Context: an optimization exercise on an open-source flow, tuned for small area. The choices shown serve that exercise and are no tape-out recipe. The RTL was checked by simulation tests, not by an equivalence proof against the original design. No activity file was given, so power comes from the tool's default toggle rates.

==> yarrow: inputs <==
==> flow/design.v (excerpt) <==
module dataAcqCore (
  input  logic         Clk,
  input  logic         En,
  input  logic [31:0]  cpuCommand,
  input  logic         statusClear,
  input  logic [127:0] sensorReadings,
  output logic [31:0]  resultForCpu,
  output logic [2:0]   statusBits
);
  logic sB, sX, sY;
  logic stIdle, stRun, stRun1, stLoad;
  assign stIdle = !sB && !sX && !sY;
  assign stRun  = sB && !sX;
  assign stRun1 = sB && sY;
  assign stLoad = !sB && sX;
  logic errSticky, doneLatched;
  assign statusBits = {sB, errSticky, doneLatched};
  logic [2:0] cTyp;
  logic [1:0] cMode;
  logic [3:0] cNcc, cCfg;
  logic [5:0] cNs;
  logic       cEdge, cSilc, cUns, cNccNz;
  assign cTyp   = cpuCommand[29:27];
  assign cMode  = cpuCommand[31:30];
  assign cNcc   = cpuCommand[23:20];
  assign cNs    = cpuCommand[23:18];
  assign cCfg   = cpuCommand[3:0];
  assign cEdge  = (cTyp == 3'd1) || (cTyp == 3'd4);
  assign cSilc  = (cTyp == 3'd5);
  assign cUns   = (cTyp == 3'd0) || (cTyp == 3'd3);
  assign cNccNz = |cNcc;
  logic [6:0]  r1T1, r1T4, r2T1, r2T4;
  logic [11:0] r1T2, r1T5, r1T6, r1T7, r2T2, r2T5, r2T6, r2T7;
  logic [7:0]  v1, v2;   
  logic [2:0]  typ;
  logic [1:0]  mode;
  logic        k1, k2;     
  logic [1:0]  sErr;       
  logic [11:0] lim;        
  logic [12:0] acc;        
  logic [5:0]  slp;        
  logic [11:0] prev;       
  logic isEdge, isSilc, isAna;
  assign isEdge = (typ == 3'd1) || (typ == 3'd4);
  assign isSilc = (typ == 3'd5);
  assign isAna  = (typ == 3'd2) || (typ == 3'd6) || (typ == 3'd7);
  logic [11:0] smp;
  always_comb begin
    case (typ)
      3'd1:    smp = {11'd0, sensorReadings[16]};
      3'd4:    smp = {11'd0, sensorReadings[64]};
      3'd2:    smp = sensorReadings[32 +: 12];
      3'd5:    smp = sensorReadings[80 +: 12];
      3'd6:    smp = sensorReadings[96 +: 12];
  ...
Settings: LEC_CHECK=0, ABC_AREA=1, CAP_MARGIN=20, CORE_MARGIN=2, CORE_UTILIZATION=65, CTS_BUF_LIST=sky130_fd_sc_hd__clkbuf_8, CTS_CLUSTER_DIAMETER=50, CTS_CLUSTER_SIZE=16, SLEW_MARGIN=20; clock period 10.0 ns.
run.sh (not shown) runs the stock make flow with config.mk's settings and CLKGATE_MAP_FILE= SYNTH_SCRIPT=/design/flow/synth_recipe.tcl, a recipe that flattens the netlist after the stock synthesis.
==> sierra (differences from yarrow) <==
--- a/flow/design.v
+++ b/flow/design.v
@@ -31,13 +31,19 @@
   assign cCfg   = cpuCommand[3:0];
   assign cEdge  = (cTyp == 3'd1) || (cTyp == 3'd4);
   assign cSilc  = (cTyp == 3'd5);
   assign cUns   = (cTyp == 3'd0) || (cTyp == 3'd3);
   assign cNccNz = |cNcc;
-  logic [6:0]  r1T1, r1T4, r2T1, r2T4;
-  logic [11:0] r1T2, r1T5, r1T6, r1T7, r2T2, r2T5, r2T6, r2T7;
+  logic [11:0] ringA [8];
+  logic [6:0]  ringB [4];
+  logic [2:0]  ph;
   logic [7:0]  v1, v2;   
+  logic [2:0]  pendT;    
+  logic        pend1, pend2;
+  logic [12:0] rVal;
+  logic [2:0]  rErr;
+  logic [1:0]  rTag;
   logic [2:0]  typ;
   logic [1:0]  mode;
   logic        k1, k2;     
   logic [1:0]  sErr;       
   logic [11:0] lim;        
@@ -57,26 +63,40 @@
       3'd5:    smp = sensorReadings[80 +: 12];
       3'd6:    smp = sensorReadings[96 +: 12];
       default: smp = sensorReadings[112 +: 12];
     endcase
   end
+  logic [2:0]  cPosA;
+  logic [1:0]  cPosB;
+  logic        cByp;
   logic [11:0] cRef;
-  always_comb begin
-    case ({cMode[1], cTyp})
-      4'b0001: cRef = {5'd0, r1T1};
-      4'b0100: cRef = {5'd0, r1T4};
-      4'b0010: cRef = r1T2;
-      4'b0101: cRef = r1T5;
-      4'b0110: cRef = r1T6;
-      4'b0111: cRef = r1T7;
-      4'b1001: cRef = {5'd0, r2T1};
-      4'b1100: cRef = {5'd0, r2T4};
-      4'b1010: cRef = r2T2;
-      4'b1101: cRef = r2T5;
-      4'b1110: cRef = r2T6;
-      default: cRef = r2T7;
-    endcase
+  assign cPosA = {cMode[1], cTyp[1] ^ cTyp[2], cTyp[0]} + ph;
+  assign cPosB = {cMode[1], cTyp[2]} + ph[1:0];
+  assign cByp  = (cMode[1] ? pend2 : pend1) && (cTyp == pendT);
+  assign cRef  = cByp ? rVal[11:0] : cEdge ? {5'd0, ringB[cPosB]} : ringA[cPosA];
+  logic [2:0]  phN;
+  assign phN = ph + 3'd1;
+  logic        pendA, pendB, hitA;
+  logic [2:0]  pPosA;
+  logic [1:0]  pPosB1, pPosB2;
+  logic        wA0, wA4, wB0;
+  assign pendA  = (pendT == 3'd2) || (pendT == 3'd5) || (pendT == 3'd6) || (pendT == 3'd7);
+  assign pendB  = (pendT == 3'd1) || (pendT == 3'd4);
+  assign pPosA  = {1'b0, pendT[1] ^ pendT[2], pendT[0]} + phN;
+  assign hitA   = pendA && (pPosA[1:0] == 2'd0);
+  assign wA0    = hitA && (pPosA[2] ? pend2 : pend1);
+  assign wA4    = hitA && (pPosA[2] ? pend1 : pend2);
+  assign pPosB1 = {1'b0, pendT[2]} + phN[1:0];
+  assign pPosB2 = {1'b1, pendT[2]} + phN[1:0];
+  assign wB0    = pendB && ((pend1 && pPosB1 == 2'd0) || (pend2 && pPosB2 == 2'd0));
+  always_ff @(posedge Clk) begin
+    for (int i = 0; i < 8; i++)
+      if (i != 0 && i != 4) ringA[i] <= ringA[i-1];
+    ringA[0] <= wA0 ? rVal[11:0] : ringA[7];
+    ringA[4] <= wA4 ? rVal[11:0] : ringA[3];
+    for (int i = 1; i < 4; i++) ringB[i] <= ringB[i-1];
+    ringB[0] <= wB0 ? rVal[6:0] : ringB[3];
   end
   logic cV1, cV2;
   assign cV1 = v1[cTyp];
   assign cV2 = v2[cTyp];
   logic rise, fall, evt, reached, limHit, dc;
@@ -106,12 +126,12 @@
       acc  <= (cMode == 2'b00) ? 13'h1FFF : ~{1'b0, cRef};
       slp  <= ~cNs;
     end else begin
       lim <= lim - 12'd1;
       acc <= acc + accAdd + {12'd0, accInc};
+      slp <= slpNext;
       if (stRun) begin
-        slp <= slpNext;
         if (isSilc && limHit && !reached) sErr <= 2'b10;
       end
     end
   end
   logic        sensOk, wr1, wr2, okOut;
@@ -149,30 +169,10 @@
         end
         default: outErr = 3'b111;
       endcase
     end
   end
-  logic ld1, ld2;
-  assign ld1 = stLoad && wr1;
-  assign ld2 = stLoad && wr2;
-  always_ff @(posedge Clk) begin
-    if (ld1 && typ == 3'd1) r1T1 <= acc[6:0];
-    if (ld1 && typ == 3'd4) r1T4 <= acc[6:0];
-    if (ld1 && typ == 3'd2) r1T2 <= acc[11:0];
-    if (ld1 && typ == 3'd5) r1T5 <= acc[11:0];
-    if (ld1 && typ == 3'd6) r1T6 <= acc[11:0];
-    if (ld1 && typ == 3'd7) r1T7 <= acc[11:0];
-    if (ld2 && typ == 3'd1) r2T1 <= acc[6:0];
-    if (ld2 && typ == 3'd4) r2T4 <= acc[6:0];
-    if (ld2 && typ == 3'd2) r2T2 <= acc[11:0];
-    if (ld2 && typ == 3'd5) r2T5 <= acc[11:0];
-    if (ld2 && typ == 3'd6) r2T6 <= acc[11:0];
-    if (ld2 && typ == 3'd7) r2T7 <= acc[11:0];
-  end
-  logic [12:0] rVal;
-  logic [2:0]  rErr;
-  logic [1:0]  rTag;
   assign resultForCpu = {{4{rVal[12]}}, rVal[11:0], rErr, rTag[1] & rTag[0], rTag, 10'd0};
   always_ff @(posedge Clk or negedge En) begin
     if (!En) begin
       sB          <= 1'b0;
       sX          <= 1'b0;
@@ -182,11 +182,16 @@
       v1          <= '0;
       v2          <= '0;
       rVal        <= '0;
       rErr        <= '0;
       rTag        <= '0;
+      ph          <= '0;
+      pend1       <= 1'b0;
+      pend2       <= 1'b0;
+      pendT       <= '0;
     end else begin
+      ph <= ph + 3'd1;
       sB <= (stIdle && (cpuCommand != 32'd0)) || stRun;
       sX <= sB && (sX || dc);
       sY <= (stIdle && (cpuCommand != 32'd0)) || (!sB && (sX || sY) && !statusClear);
       if (statusClear) begin
         errSticky   <= 1'b0;
@@ -200,10 +205,13 @@
           if (i != 0 && i != 3 && typ == 3'(i)) begin
             if (wr1) v1[i] <= 1'b1;
             if (wr2) v2[i] <= 1'b1;
           end
         end
+        pend1 <= wr1;
+        pend2 <= wr2;
+        pendT <= typ;
         rVal <= okOut ? acc : 13'd0;
         rErr <= outErr;
         rTag <= outTag;
       end
     end
==> flow/flow/run.sh (new file) <==
#!/bin/bash
# Standard ORFS flow with two changes:
#  - synthesis maps logic with an area-oriented ABC script (flow/abc_area.script);
#    registers are untouched (same dfflibmap step as the standard synthesis)
#  - adders are left to ABC too (no ADDER_MAP_FILE half/full adder cells)
#  - every input and output port still gets a buffer, but a buf_1 one
set -euo pipefail
rm -rf myscripts
cp -r "$FLOW_HOME/scripts" myscripts
cp flow/abc_area.script myscripts/abc_area.script
export SCRIPTS_DIR="$PWD/myscripts"
export BUFFER_PORTS_ARGS="-buffer_cell sky130_fd_sc_hd__buf_1"
bash standard.sh SCRIPTS_DIR="$PWD/myscripts" ADDER_MAP_FILE= finish > standard.log 2>&1
==> flow/flow/abc_area.script (new file) <==
strash
&get -n
&st
&dc2
&dch -f
&nf -a -R 1000
&put
topo
==> flow/standard.sh (new file) <==
#!/bin/bash
# synth_recipe.tcl (not shown) runs the flow's synth.tcl, then flattens the netlist and writes it again
# the make line also repeats each setting of config.mk as NAME=value (left out here)
make -C /OpenROAD-flow-scripts/flow DESIGN_CONFIG=/design/flow/config.mk WORK_HOME=/design/flow/orfs CLKGATE_MAP_FILE= SYNTH_SCRIPT=/design/flow/synth_recipe.tcl "${@:-finish}"
removed: flow/run.sh
==> run_results.csv <==
group,metric,value,unit
layout,non_clock_inverter_count,22,
synth,async_sr_flop_fraction,19.6,%
run_status,outcome,"finished clean",
worst_hold_path,hold_path_depth,0,
global_route,first_global_vias,7290,
pwr,p_per_area,232,mW/mm^2
critical_path,most_used_cell_cp,"sky130_fd_sc_hd__xnor2_1",
worst_hold_path,worstHoldStart,"ringA[0][9]",
pwr,p_clk,514,uW
timing,tightest_slew_margin_relative_to_the_limit,21.6,%
synth,synth.cells.most_frequent,"sky130_fd_sc_hd__dfxtp_1 (167), sky130_fd_sc_hd__nand2_1 (100), sky130_fd_sc_hd__o21ai_0 (68), sky130_fd_sc_hd__nor2_1 (60), sky130_fd_sc_hd__a21oi_1 (59)",
detailed_routing,drt_wl_total,22300,um
placement,detailed_place.area,0.00930,sq mm
critical_path,setup.reg_to_reg.worst_slack,5580,ps
global_route,grtUsageTotal,31.4,%
pwr,pg_seq,1110,uW
timing,max_clock_freq,196,MHz
(the above is from sierra)
==> run_results.csv <==
group,metric,value,unit
global_route,grtUsageTotal,28.1,%
synth,async_sr_flop_fraction,16.6,%
pwr,p_clk,541,uW
global_route,first_global_vias,7251,
run_status,outcome,"finished clean",
pwr,pg_seq,1310,uW
synth,synth.yosys.seq_area_share,58.2,%
detailed_routing,drt_wl_total,22400,um
synth,synth.cells.most_frequent,"sky130_fd_sc_hd__nand2_1 (260), sky130_fd_sc_hd__edfxtp_1 (139), sky130_fd_sc_hd__inv_1 (87), sky130_fd_sc_hd__nor2_1 (69), sky130_fd_sc_hd__a21oi_1 (61)",
worst_hold_path,worstHoldStart,"v2[2]",
synth,synth-edff-count,139,
timing,max_clock_freq,207,MHz
placement,detailed_place.area,0.0111,sq mm
layout,non_clock_inverter_count,101,
critical_path,most_used_cell_cp,"sky130_fd_sc_hd__a21oi_1",
pwr,p_per_area,228,mW/mm^2
critical_path,setup.reg_to_reg.worst_slack,5900,ps
worst_hold_path,hold_path_depth,2,
(the above is from yarrow)


==> inputs of job 7708 <==
dataAcqCore, a different RTL version from the one above (not shown whole).
==> flow/config.mk <==
export PLATFORM = sky130hd
export DESIGN_NAME = dataAcqCore
export DESIGN_NICKNAME = dataAcqCore
export VERILOG_FILES = /design/flow/design.v
export SDC_FILE = /design/flow/constraint.sdc
export NUM_CORES = 4
export LEC_CHECK = 0
export ABC_AREA = 1
export CAP_MARGIN = 20
export CORE_MARGIN = 2
export CORE_UTILIZATION = 65
export CTS_BUF_LIST = sky130_fd_sc_hd__clkbuf_8
export CTS_CLUSTER_DIAMETER = 50
export CTS_CLUSTER_SIZE = 16
export SLEW_MARGIN = 20
==> flow/constraint.sdc <==
create_clock -name core_clock -period 10.0 [get_ports {Clk}]
set_input_delay 2.0000 -clock core_clock [delete_from_list [all_inputs] [get_ports {Clk}]]
set_output_delay 2.0000 -clock core_clock [all_outputs]
set_load 0.01 [all_outputs]
standard.sh (not shown) runs the stock make flow with config.mk's settings and CLKGATE_MAP_FILE= SYNTH_SCRIPT=/design/flow/synth_recipe.tcl, a recipe that flattens the netlist after the stock synthesis.
==> flow/flow/run.sh <==
#!/bin/bash
# Standard ORFS flow with two changes:
#  - synthesis maps logic with an area-oriented ABC script (flow/abc_area.script);
#    registers are untouched (same dfflibmap step as the standard synthesis)
#  - adders are left to ABC too (no ADDER_MAP_FILE half/full adder cells)
#  - every input and output port still gets a buffer, but a buf_1 one
set -euo pipefail
rm -rf myscripts
cp -r "$FLOW_HOME/scripts" myscripts
cp flow/abc_area.script myscripts/abc_area.script
export SCRIPTS_DIR="$PWD/myscripts"
export BUFFER_PORTS_ARGS="-buffer_cell sky130_fd_sc_hd__buf_1"
bash standard.sh SCRIPTS_DIR="$PWD/myscripts" ADDER_MAP_FILE= finish > standard.log 2>&1
==> flow/flow/abc_area.script <==
strash
&get -n
&st
&deepsyn -T 60
&dch -f
&nf -a -R 1000
&put
topo
==> inputs of job 9040, as changes to job 7708 <==
--- a/flow/design.v
+++ b/flow/design.v
@@ -36,110 +36,138 @@
   logic [11:0] ringA [8];
   logic [6:0]  ringB [4];
   logic [7:0]  ringAv;   
   logic [3:0]  ringBv;
   logic [2:0]  ph;
   logic [2:0]  pendT;    
   logic        pend1, pend2;
-  logic [12:0] rVal;
+  logic [12:0] rVal, rValNext;
+  logic        sensOk, wr1, wr2, okOut;
   logic [2:0]  rErr;
   logic [1:0]  rTag;
   logic [2:0]  typ;
   logic [1:0]  mode;
   logic        k1, k2;     
   logic [1:0]  sErr;       
   logic [11:0] lim;        
   logic [12:0] acc;        
   logic [5:0]  slp;        
   logic [11:0] prev;       
   logic isEdge, isSilc, isAna;
   assign isEdge = (typ == 3'd1) || (typ == 3'd4);
   assign isSilc = (typ == 3'd5);
   assign isAna  = (typ == 3'd2) || (typ == 3'd6) || (typ == 3'd7);
+  logic [2:0]  posA;
+  logic [1:0]  posB;
+  logic        hit;
+  logic [11:0] tap;
+  assign posA = {mode[1], typ[1] ^ typ[2], typ[0]} + ph;
+  assign posB = {mode[1], typ[2]} + ph[1:0];
+  assign hit  = isEdge ? (posB == 2'd0) : (posA[1:0] == 2'd0);
+  assign tap  = isEdge ? {5'd0, ringB[0]} : posA[2] ? ringA[4] : ringA[0];
   logic [11:0] smp;
   always_comb begin
     case (typ)
       3'd1:    smp = {11'd0, sensorReadings[16]};
       3'd4:    smp = {11'd0, sensorReadings[64]};
       3'd2:    smp = sensorReadings[32 +: 12];
       3'd5:    smp = sensorReadings[80 +: 12];
       3'd6:    smp = sensorReadings[96 +: 12];
       default: smp = sensorReadings[112 +: 12];
     endcase
   end
   logic [2:0]  cPosA;
   logic [1:0]  cPosB;
-  logic        cByp;
-  logic [11:0] cRef;
-  assign cPosA = {cMode[1], cTyp[1] ^ cTyp[2], cTyp[0]} + ph;
-  assign cPosB = {cMode[1], cTyp[2]} + ph[1:0];
-  assign cByp  = (cMode[1] ? pend2 : pend1) && (cTyp == pendT);
-  assign cRef  = cByp ? rVal[11:0] : cEdge ? {5'd0, ringB[cPosB]} : ringA[cPosA];
+  logic        cByp, cHit, cRefMode;
+  logic [11:0] cTap;
+  assign cPosA    = {cMode[1], cTyp[1] ^ cTyp[2], cTyp[0]} + ph;
+  assign cPosB    = {cMode[1], cTyp[2]} + ph[1:0];
+  assign cByp     = (cMode[1] ? pend2 : pend1) && (cTyp == pendT);
+  assign cHit     = cEdge ? (cPosB == 2'd0) : (cPosA[1:0] == 2'd0);
+  assign cTap     = cEdge ? {5'd0, ringB[0]} : cPosA[2] ? ringA[4] : ringA[0];
+  assign cRefMode = (cMode != 2'b00);
   logic cV;
   assign cV = cByp || (cEdge ? ringBv[cPosB] : ringAv[cPosA]);
   logic [2:0]  phN;
   assign phN = ph + 3'd1;
   logic        pendA, pendB, hitA;
   logic [2:0]  pPosA;
   logic [1:0]  pPosB1, pPosB2;
   logic        wA0, wA4, wB0;
-  assign pendA  = (pendT == 3'd2) || (pendT == 3'd5) || (pendT == 3'd6) || (pendT == 3'd7);
-  assign pendB  = (pendT == 3'd1) || (pendT == 3'd4);
-  assign pPosA  = {1'b0, pendT[1] ^ pendT[2], pendT[0]} + phN;
+  logic [2:0]  pT;
+  logic        p1, p2;
+  assign pT     = stLoad ? typ : pendT;
+  assign p1     = stLoad ? wr1 : pend1;
+  assign p2     = stLoad ? wr2 : pend2;
+  assign pendA  = (pT == 3'd2) || (pT == 3'd5) || (pT == 3'd6) || (pT == 3'd7);
+  assign pendB  = (pT == 3'd1) || (pT == 3'd4);
+  assign pPosA  = {1'b0, pT[1] ^ pT[2], pT[0]} + phN;
   assign hitA   = pendA && (pPosA[1:0] == 2'd0);
-  assign wA0    = hitA && (pPosA[2] ? pend2 : pend1);
-  assign wA4    = hitA && (pPosA[2] ? pend1 : pend2);
-  assign pPosB1 = {1'b0, pendT[2]} + phN[1:0];
-  assign pPosB2 = {1'b1, pendT[2]} + phN[1:0];
-  assign wB0    = pendB && ((pend1 && pPosB1 == 2'd0) || (pend2 && pPosB2 == 2'd0));
+  assign wA0    = hitA && (pPosA[2] ? p2 : p1);
+  assign wA4    = hitA && (pPosA[2] ? p1 : p2);
+  assign pPosB1 = {1'b0, pT[2]} + phN[1:0];
+  assign pPosB2 = {1'b1, pT[2]} + phN[1:0];
+  assign wB0    = pendB && ((p1 && pPosB1 == 2'd0) || (p2 && pPosB2 == 2'd0));
   always_ff @(posedge Clk)
     if (stLoad) pendT <= typ;
   always_ff @(posedge Clk) begin
     for (int i = 0; i < 8; i++)
       if (i != 0 && i != 4) ringA[i] <= ringA[i-1];
-    ringA[0] <= wA0 ? rVal[11:0] : ringA[7];
-    ringA[4] <= wA4 ? rVal[11:0] : ringA[3];
+    ringA[0] <= wA0 ? rValNext[11:0] : ringA[7];
+    ringA[4] <= wA4 ? rValNext[11:0] : ringA[3];
     for (int i = 1; i < 4; i++) ringB[i] <= ringB[i-1];
-    ringB[0] <= wB0 ? rVal[6:0] : ringB[3];
+    ringB[0] <= wB0 ? rValNext[6:0] : ringB[3];
   end
   logic rise, fall, evt, reached, limHit, dc;
   assign rise    = !prev[0] && smp[0];
   assign fall    = smp < prev;
   assign evt     = !stRun1 && fall;
   logic [5:0] slpNext;
   assign slpNext = slp + {5'd0, evt};
   assign reached = isSilc && (&slpNext);
   assign limHit  = (lim == 12'd0);
   assign dc      = limHit || reached;
-  logic        accInc;
-  logic [12:0] accAdd;
-  assign accInc = stRun && (stRun1 || isSilc || (isEdge && rise));
-  assign accAdd = (isAna && stRun1) ? {1'b0, smp} : 13'd0;
+  logic        needRef, incPend, stDone;
+  logic        refAdd, inc0, ana0, lateInc, accCin;
+  logic [12:0] accAdd, accSum;
+  assign stDone  = sB && sX;
+  assign refAdd  = needRef && hit && !stIdle;
+  assign inc0    = stRun && (stRun1 || isSilc || (isEdge && rise));
+  assign ana0    = isAna && stRun1;
+  assign lateInc = stDone && incPend;
+  assign accCin  = refAdd || inc0 || ana0 || lateInc;
+  assign accAdd  = refAdd ? {1'b1, ~tap} :
+                   ana0 ? {1'b0, smp} :
+                   (lateInc && isAna) ? {1'b0, prev} : 13'd0;
+  assign accSum  = acc + accAdd + {12'd0, accCin};
   always_ff @(posedge Clk) begin
     prev <= smp;
     if (stIdle) begin
       typ  <= cTyp;
       mode <= cMode;
       k1   <= (cMode == 2'b00) ? (!cV || cCfg == 4'b0010 || cCfg == 4'b0101) : cV;
       k2   <= (cCfg == 4'b0100) || (cCfg == 4'b0101);
       sErr <= cUns ? 2'b11 : ((cEdge && !cNccNz) || (cSilc && cNs == 6'd0)) ? 2'b01 : 2'b00;
       lim  <= cSilc ? cpuCommand[15:4] :
               (cEdge && cNccNz) ? {4'd0, cNcc - 4'd1, 4'hF} : 12'd0;
-      acc  <= (cMode == 2'b00) ? 13'h1FFF : ~{1'b0, cRef};
+      acc  <= (cRefMode && cHit) ? ~{1'b0, cTap} : 13'h1FFF;
+      needRef <= cRefMode && !cHit;
+      incPend <= 1'b0;
       slp  <= ~cNs;
     end else begin
       lim <= lim - 12'd1;
-      acc <= acc + accAdd + {12'd0, accInc};
+      acc <= accSum;
+      if (refAdd) needRef <= 1'b0;
+      if (refAdd && (inc0 || ana0)) incPend <= 1'b1;
       slp <= slpNext;
       if (stRun) begin
         if (isSilc && limHit && !reached) sErr <= 2'b10;
       end
     end
   end
-  logic        sensOk, wr1, wr2, okOut;
   logic [2:0]  outErr;
   logic [1:0]  outTag;
   assign sensOk = (sErr == 2'b00);
   always_comb begin
     wr1    = 1'b0;
     wr2    = 1'b0;
     okOut  = 1'b0;
@@ -168,14 +196,15 @@
           outTag = k1 ? 2'b10 : 2'b11;
           outErr = k1 ? 3'b001 : 3'b011;
         end
         default: outErr = 3'b111;
       endcase
     end
   end
+  assign rValNext = stLoad ? (okOut ? accSum : 13'd0) : rVal;
   assign resultForCpu = {{4{rVal[12]}}, rVal[11:0], rErr, rTag[1] & rTag[0], rTag, 10'd0};
   always_ff @(posedge Clk or negedge En) begin
     if (!En) begin
       sB          <= 1'b0;
       sX          <= 1'b0;
       sY          <= 1'b0;
       errSticky   <= 1'b0;
@@ -205,14 +234,14 @@
       end else if (stLoad) begin
         doneLatched <= 1'b1;
         if (outErr != 3'b001 && outErr != 3'b110) errSticky <= 1'b1;
       end
       if (stLoad) begin
         pend1 <= wr1;
         pend2 <= wr2;
-        rVal <= okOut ? acc : 13'd0;
+        rVal <= rValNext;
         rErr <= outErr;
         rTag <= outTag;
       end
     end
   end
 endmodule
==> flow/flow/run.sh (replaced) <==
#!/bin/bash
# Standard ORFS flow with two changes:
#  - synthesis maps logic with an area-oriented ABC script (flow/abc_area.script);
#    registers are untouched (same dfflibmap step as the standard synthesis)
#  - adders are left to ABC too (no ADDER_MAP_FILE half/full adder cells)
#  - clock tree synthesis without dummy loads (same tree settings otherwise)
#  - every input and output port still gets a buffer, but a buf_1 one, and the
#    buffers synthesis puts on outputs sharing a net (insbuf) are buf_1 too
set -euo pipefail
rm -rf myscripts
cp -r "$FLOW_HOME/scripts" myscripts
cp flow/abc_area.script myscripts/abc_area.script
export SCRIPTS_DIR="$PWD/myscripts"
export BUFFER_PORTS_ARGS="-buffer_cell sky130_fd_sc_hd__buf_1"
bash standard.sh SCRIPTS_DIR="$PWD/myscripts" ADDER_MAP_FILE= "CTS_ARGS=-sink_clustering_enable -repair_clock_nets -dont_use_dummy_load -buf_list sky130_fd_sc_hd__clkbuf_16 -sink_clustering_size 32 -sink_clustering_max_diameter 80" "MIN_BUF_CELL_AND_PORTS=sky130_fd_sc_hd__buf_1 A X" finish > standard.log 2>&1
==> inputs of job 8025, as changes to job 7708 <==
--- a/flow/design.v
+++ b/flow/design.v
@@ -51,33 +51,43 @@
   logic [12:0] acc;        
   logic [5:0]  slp;        
   logic [11:0] prev;       
   logic isEdge, isSilc, isAna;
   assign isEdge = (typ == 3'd1) || (typ == 3'd4);
   assign isSilc = (typ == 3'd5);
   assign isAna  = (typ == 3'd2) || (typ == 3'd6) || (typ == 3'd7);
+  logic [2:0]  posA;
+  logic [1:0]  posB;
+  logic        hit;
+  logic [11:0] tap;
+  assign posA = {mode[1], typ[1] ^ typ[2], typ[0]} + ph;
+  assign posB = {mode[1], typ[2]} + ph[1:0];
+  assign hit  = isEdge ? (posB == 2'd0) : (posA[1:0] == 2'd0);
+  assign tap  = isEdge ? {5'd0, ringB[0]} : posA[2] ? ringA[4] : ringA[0];
   logic [11:0] smp;
   always_comb begin
     case (typ)
       3'd1:    smp = {11'd0, sensorReadings[16]};
       3'd4:    smp = {11'd0, sensorReadings[64]};
       3'd2:    smp = sensorReadings[32 +: 12];
       3'd5:    smp = sensorReadings[80 +: 12];
       3'd6:    smp = sensorReadings[96 +: 12];
       default: smp = sensorReadings[112 +: 12];
     endcase
   end
   logic [2:0]  cPosA;
   logic [1:0]  cPosB;
-  logic        cByp;
-  logic [11:0] cRef;
-  assign cPosA = {cMode[1], cTyp[1] ^ cTyp[2], cTyp[0]} + ph;
-  assign cPosB = {cMode[1], cTyp[2]} + ph[1:0];
-  assign cByp  = (cMode[1] ? pend2 : pend1) && (cTyp == pendT);
-  assign cRef  = cByp ? rVal[11:0] : cEdge ? {5'd0, ringB[cPosB]} : ringA[cPosA];
+  logic        cByp, cHit, cRefMode;
+  logic [11:0] cTap;
+  assign cPosA    = {cMode[1], cTyp[1] ^ cTyp[2], cTyp[0]} + ph;
+  assign cPosB    = {cMode[1], cTyp[2]} + ph[1:0];
+  assign cByp     = (cMode[1] ? pend2 : pend1) && (cTyp == pendT);
+  assign cHit     = cEdge ? (cPosB == 2'd0) : (cPosA[1:0] == 2'd0);
+  assign cTap     = cEdge ? {5'd0, ringB[0]} : cPosA[2] ? ringA[4] : ringA[0];
+  assign cRefMode = (cMode != 2'b00);
   logic cV;
   assign cV = cByp || (cEdge ? ringBv[cPosB] : ringAv[cPosA]);
   logic [2:0]  phN;
   assign phN = ph + 3'd1;
   logic        pendA, pendB, hitA;
   logic [2:0]  pPosA;
   logic [1:0]  pPosB1, pPosB2;
@@ -106,33 +116,47 @@
   assign fall    = smp < prev;
   assign evt     = !stRun1 && fall;
   logic [5:0] slpNext;
   assign slpNext = slp + {5'd0, evt};
   assign reached = isSilc && (&slpNext);
   assign limHit  = (lim == 12'd0);
   assign dc      = limHit || reached;
-  logic        accInc;
-  logic [12:0] accAdd;
-  assign accInc = stRun && (stRun1 || isSilc || (isEdge && rise));
-  assign accAdd = (isAna && stRun1) ? {1'b0, smp} : 13'd0;
+  logic        needRef, incPend, stDone;
+  logic        refAdd, inc0, ana0, lateInc, accCin;
+  logic [12:0] accAdd, accSum;
+  assign stDone  = sB && sX;
+  assign refAdd  = needRef && hit && !stIdle;
+  assign inc0    = stRun && (stRun1 || isSilc || (isEdge && rise));
+  assign ana0    = isAna && stRun1;
+  assign lateInc = stDone && incPend;
+  assign accCin  = refAdd || inc0 || ana0 || lateInc;
+  assign accAdd  = refAdd ? {1'b1, ~tap} :
+                   ana0 ? {1'b0, smp} :
+                   (lateInc && isAna) ? {1'b0, prev} : 13'd0;
+  assign accSum  = acc + accAdd + {12'd0, accCin};
   always_ff @(posedge Clk) begin
     prev <= smp;
     if (stIdle) begin
       typ  <= cTyp;
       mode <= cMode;
       k1   <= (cMode == 2'b00) ? (!cV || cCfg == 4'b0010 || cCfg == 4'b0101) : cV;
       k2   <= (cCfg == 4'b0100) || (cCfg == 4'b0101);
       sErr <= cUns ? 2'b11 : ((cEdge && !cNccNz) || (cSilc && cNs == 6'd0)) ? 2'b01 : 2'b00;
       lim  <= cSilc ? cpuCommand[15:4] :
               (cEdge && cNccNz) ? {4'd0, cNcc - 4'd1, 4'hF} : 12'd0;
-      acc  <= (cMode == 2'b00) ? 13'h1FFF : ~{1'b0, cRef};
+      acc  <= (cRefMode && cByp) ? ~{1'b0, rVal[11:0]} :
+              (cRefMode && cHit) ? ~{1'b0, cTap} : 13'h1FFF;
+      needRef <= cRefMode && !cByp && !cHit;
+      incPend <= 1'b0;
       slp  <= ~cNs;
     end else begin
       lim <= lim - 12'd1;
-      acc <= acc + accAdd + {12'd0, accInc};
+      acc <= accSum;
+      if (refAdd) needRef <= 1'b0;
+      if (refAdd && (inc0 || ana0)) incPend <= 1'b1;
       slp <= slpNext;
       if (stRun) begin
         if (isSilc && limHit && !reached) sErr <= 2'b10;
       end
     end
   end
   logic        sensOk, wr1, wr2, okOut;
@@ -205,14 +229,14 @@
       end else if (stLoad) begin
         doneLatched <= 1'b1;
         if (outErr != 3'b001 && outErr != 3'b110) errSticky <= 1'b1;
       end
       if (stLoad) begin
         pend1 <= wr1;
         pend2 <= wr2;
-        rVal <= okOut ? acc : 13'd0;
+        rVal <= okOut ? accSum : 13'd0;
         rErr <= outErr;
         rTag <= outTag;
       end
     end
   end
 endmodule
==> flow/flow/run.sh (replaced) <==
#!/bin/bash
# Standard ORFS flow with two changes:
#  - synthesis maps logic with an area-oriented ABC script (flow/abc_area.script);
#    registers are untouched (same dfflibmap step as the standard synthesis)
#  - adders are left to ABC too (no ADDER_MAP_FILE half/full adder cells)
#  - every input and output port still gets a buffer, but a buf_1 one, and the
#    buffers synthesis puts on outputs sharing a net (insbuf) are buf_1 too
set -euo pipefail
rm -rf myscripts
cp -r "$FLOW_HOME/scripts" myscripts
cp flow/abc_area.script myscripts/abc_area.script
export SCRIPTS_DIR="$PWD/myscripts"
export BUFFER_PORTS_ARGS="-buffer_cell sky130_fd_sc_hd__buf_1"
bash standard.sh SCRIPTS_DIR="$PWD/myscripts" ADDER_MAP_FILE= "MIN_BUF_CELL_AND_PORTS=sky130_fd_sc_hd__buf_1 A X" finish > standard.log 2>&1
- CTS_CLUSTER_DIAMETER: 50 -> 40
- CTS_CLUSTER_SIZE: 16 -> 14
==> inputs of job 9077, as changes to job 7708 <==
--- a/flow/design.v
+++ b/flow/design.v
@@ -31,17 +31,16 @@
   assign cCfg   = cpuCommand[3:0];
   assign cEdge  = (cTyp == 3'd1) || (cTyp == 3'd4);
   assign cSilc  = (cTyp == 3'd5);
   assign cUns   = (cTyp == 3'd0) || (cTyp == 3'd3);
   assign cNccNz = |cNcc;
   logic [11:0] ringA [8];
   logic [6:0]  ringB [4];
-  logic [7:0]  ringAv;   
-  logic [3:0]  ringBv;
   logic [2:0]  ph;
+  logic [7:0]  v1, v2;   
   logic [2:0]  pendT;    
   logic        pend1, pend2;
   logic [12:0] rVal;
   logic [2:0]  rErr;
   logic [1:0]  rTag;
   logic [2:0]  typ;
   logic [1:0]  mode;
@@ -70,16 +69,14 @@
   logic [1:0]  cPosB;
   logic        cByp;
   logic [11:0] cRef;
   assign cPosA = {cMode[1], cTyp[1] ^ cTyp[2], cTyp[0]} + ph;
   assign cPosB = {cMode[1], cTyp[2]} + ph[1:0];
   assign cByp  = (cMode[1] ? pend2 : pend1) && (cTyp == pendT);
   assign cRef  = cByp ? rVal[11:0] : cEdge ? {5'd0, ringB[cPosB]} : ringA[cPosA];
-  logic cV;
-  assign cV = cByp || (cEdge ? ringBv[cPosB] : ringAv[cPosA]);
   logic [2:0]  phN;
   assign phN = ph + 3'd1;
   logic        pendA, pendB, hitA;
   logic [2:0]  pPosA;
   logic [1:0]  pPosB1, pPosB2;
   logic        wA0, wA4, wB0;
   assign pendA  = (pendT == 3'd2) || (pendT == 3'd5) || (pendT == 3'd6) || (pendT == 3'd7);
@@ -87,24 +84,25 @@
   assign pPosA  = {1'b0, pendT[1] ^ pendT[2], pendT[0]} + phN;
   assign hitA   = pendA && (pPosA[1:0] == 2'd0);
   assign wA0    = hitA && (pPosA[2] ? pend2 : pend1);
   assign wA4    = hitA && (pPosA[2] ? pend1 : pend2);
   assign pPosB1 = {1'b0, pendT[2]} + phN[1:0];
   assign pPosB2 = {1'b1, pendT[2]} + phN[1:0];
   assign wB0    = pendB && ((pend1 && pPosB1 == 2'd0) || (pend2 && pPosB2 == 2'd0));
-  always_ff @(posedge Clk)
-    if (stLoad) pendT <= typ;
   always_ff @(posedge Clk) begin
     for (int i = 0; i < 8; i++)
       if (i != 0 && i != 4) ringA[i] <= ringA[i-1];
     ringA[0] <= wA0 ? rVal[11:0] : ringA[7];
     ringA[4] <= wA4 ? rVal[11:0] : ringA[3];
     for (int i = 1; i < 4; i++) ringB[i] <= ringB[i-1];
     ringB[0] <= wB0 ? rVal[6:0] : ringB[3];
   end
+  logic cV1, cV2;
+  assign cV1 = v1[cTyp];
+  assign cV2 = v2[cTyp];
   logic rise, fall, evt, reached, limHit, dc;
   assign rise    = !prev[0] && smp[0];
   assign fall    = smp < prev;
   assign evt     = !stRun1 && fall;
   logic [5:0] slpNext;
   assign slpNext = slp + {5'd0, evt};
   assign reached = isSilc && (&slpNext);
@@ -115,15 +113,16 @@
   assign accInc = stRun && (stRun1 || isSilc || (isEdge && rise));
   assign accAdd = (isAna && stRun1) ? {1'b0, smp} : 13'd0;
   always_ff @(posedge Clk) begin
     prev <= smp;
     if (stIdle) begin
       typ  <= cTyp;
       mode <= cMode;
-      k1   <= (cMode == 2'b00) ? (!cV || cCfg == 4'b0010 || cCfg == 4'b0101) : cV;
+      k1   <= (cMode == 2'b00) ? (!cV1 || cCfg == 4'b0010 || cCfg == 4'b0101) :
+              (cMode == 2'b01) ? cV1 : cV2;
       k2   <= (cCfg == 4'b0100) || (cCfg == 4'b0101);
       sErr <= cUns ? 2'b11 : ((cEdge && !cNccNz) || (cSilc && cNs == 6'd0)) ? 2'b01 : 2'b00;
       lim  <= cSilc ? cpuCommand[15:4] :
               (cEdge && cNccNz) ? {4'd0, cNcc - 4'd1, 4'hF} : 12'd0;
       acc  <= (cMode == 2'b00) ? 13'h1FFF : ~{1'b0, cRef};
       slp  <= ~cNs;
     end else begin
@@ -176,43 +175,45 @@
   always_ff @(posedge Clk or negedge En) begin
     if (!En) begin
       sB          <= 1'b0;
       sX          <= 1'b0;
       sY          <= 1'b0;
       errSticky   <= 1'b0;
       doneLatched <= 1'b0;
-      ringAv      <= '0;
-      ringBv      <= '0;
+      v1          <= '0;
+      v2          <= '0;
       rVal        <= '0;
       rErr        <= '0;
       rTag        <= '0;
       ph          <= '0;
       pend1       <= 1'b0;
       pend2       <= 1'b0;
+      pendT       <= '0;
     end else begin
       ph <= ph + 3'd1;
-      for (int i = 0; i < 8; i++)
-        if (i != 0 && i != 4) ringAv[i] <= ringAv[i-1];
-      ringAv[0] <= wA0 || ringAv[7];
-      ringAv[4] <= wA4 || ringAv[3];
-      for (int i = 1; i < 4; i++) ringBv[i] <= ringBv[i-1];
-      ringBv[0] <= wB0 || ringBv[3];
       sB <= (stIdle && (cpuCommand != 32'd0)) || stRun;
       sX <= sB && (sX || dc);
       sY <= (stIdle && (cpuCommand != 32'd0)) || (!sB && (sX || sY) && !statusClear);
       if (statusClear) begin
         errSticky   <= 1'b0;
         doneLatched <= 1'b0;
       end else if (stLoad) begin
         doneLatched <= 1'b1;
         if (outErr != 3'b001 && outErr != 3'b110) errSticky <= 1'b1;
       end
       if (stLoad) begin
+        for (int i = 0; i < 8; i++) begin
+          if (i != 0 && i != 3 && typ == 3'(i)) begin
+            if (wr1) v1[i] <= 1'b1;
+            if (wr2) v2[i] <= 1'b1;
+          end
+        end
         pend1 <= wr1;
         pend2 <= wr2;
+        pendT <= typ;
         rVal <= okOut ? acc : 13'd0;
         rErr <= outErr;
         rTag <= outTag;
       end
     end
   end
 endmodule
==> flow/flow/abc_area.script (replaced) <==
strash
&get -n
&st
&dc2
&dch -f
&nf -a -R 1000
&put
topo
- CTS_BUF_LIST: sky130_fd_sc_hd__clkbuf_8 -> sky130_fd_sc_hd__clkbuf_16
- CTS_CLUSTER_DIAMETER: 50 -> 80
- CTS_CLUSTER_SIZE: 16 -> 30
==> summary of the runs <==
- The lowest die area belongs to job 9040, the highest to job 9077.
- The lowest count of clock-buffer cells in the layout belongs to job 9040, the highest to job 8025.
- Between job 7708 and job 9040, the lower clock skew is in job 7708 (gap 0.021 ns).
- The lowest hold slack belongs to job 9040, the highest to job 7708.

what the ideal ports hide:
No port has a modelled driver above. Below, the same layouts with a new extraction and two added sets of constraints.
Step 1 (the two cells are an assumption about what drives the block):
set clk [get_ports {Clk}]
set_driving_cell -lib_cell sky130_fd_sc_hd__clkbuf_16 $clk
set_driving_cell -lib_cell sky130_fd_sc_hd__buf_2 [delete_from_list [all_inputs] $clk]
Step 2 adds t to the input delays and takes it off the output delays; t is the mean of the earliest and latest rising clock arrival at the registers after step 1. Input paths then give back, and output paths get back, about the clock's delay inside the block.
Slacks: ideal / step 1 / step 2; pairs: ideal / step 1.
run | shift t [ns] | slack for setup (ns) | hold WS [ns] | worst slew at a driven data input, ns
yarrow | 0.550 | 5.176 / 5.194 / 4.644 | 0.465 / 0.465 / 0.465 | 0.04
sierra | 0.546 | 4.905 / 4.911 / 4.364 | 0.349 / 0.349 / 0.349 | 0.04
job 7708 | 0.533 | 3.357 / 3.365 / 2.832 | 0.351 / 0.351 / 0.351 | 0.06
job 9040 | 0.481 | 2.590 / 2.590 / 2.315 | 0.276 / 0.276 / 0.276 | 0.05
job 8025 | 0.583 | 2.696 / 2.696 / 2.199 | 0.324 / 0.324 / 0.324 | 0.05
job 9077 | 0.509 | 4.833 / 4.861 / 4.352 | 0.346 / 0.346 / 0.346 | 0.04
After both steps every run listed still meets setup and hold. The setup slack of sierra, which loses most, moves by +0.006 ns with the drivers and by -0.541 ns with both steps.
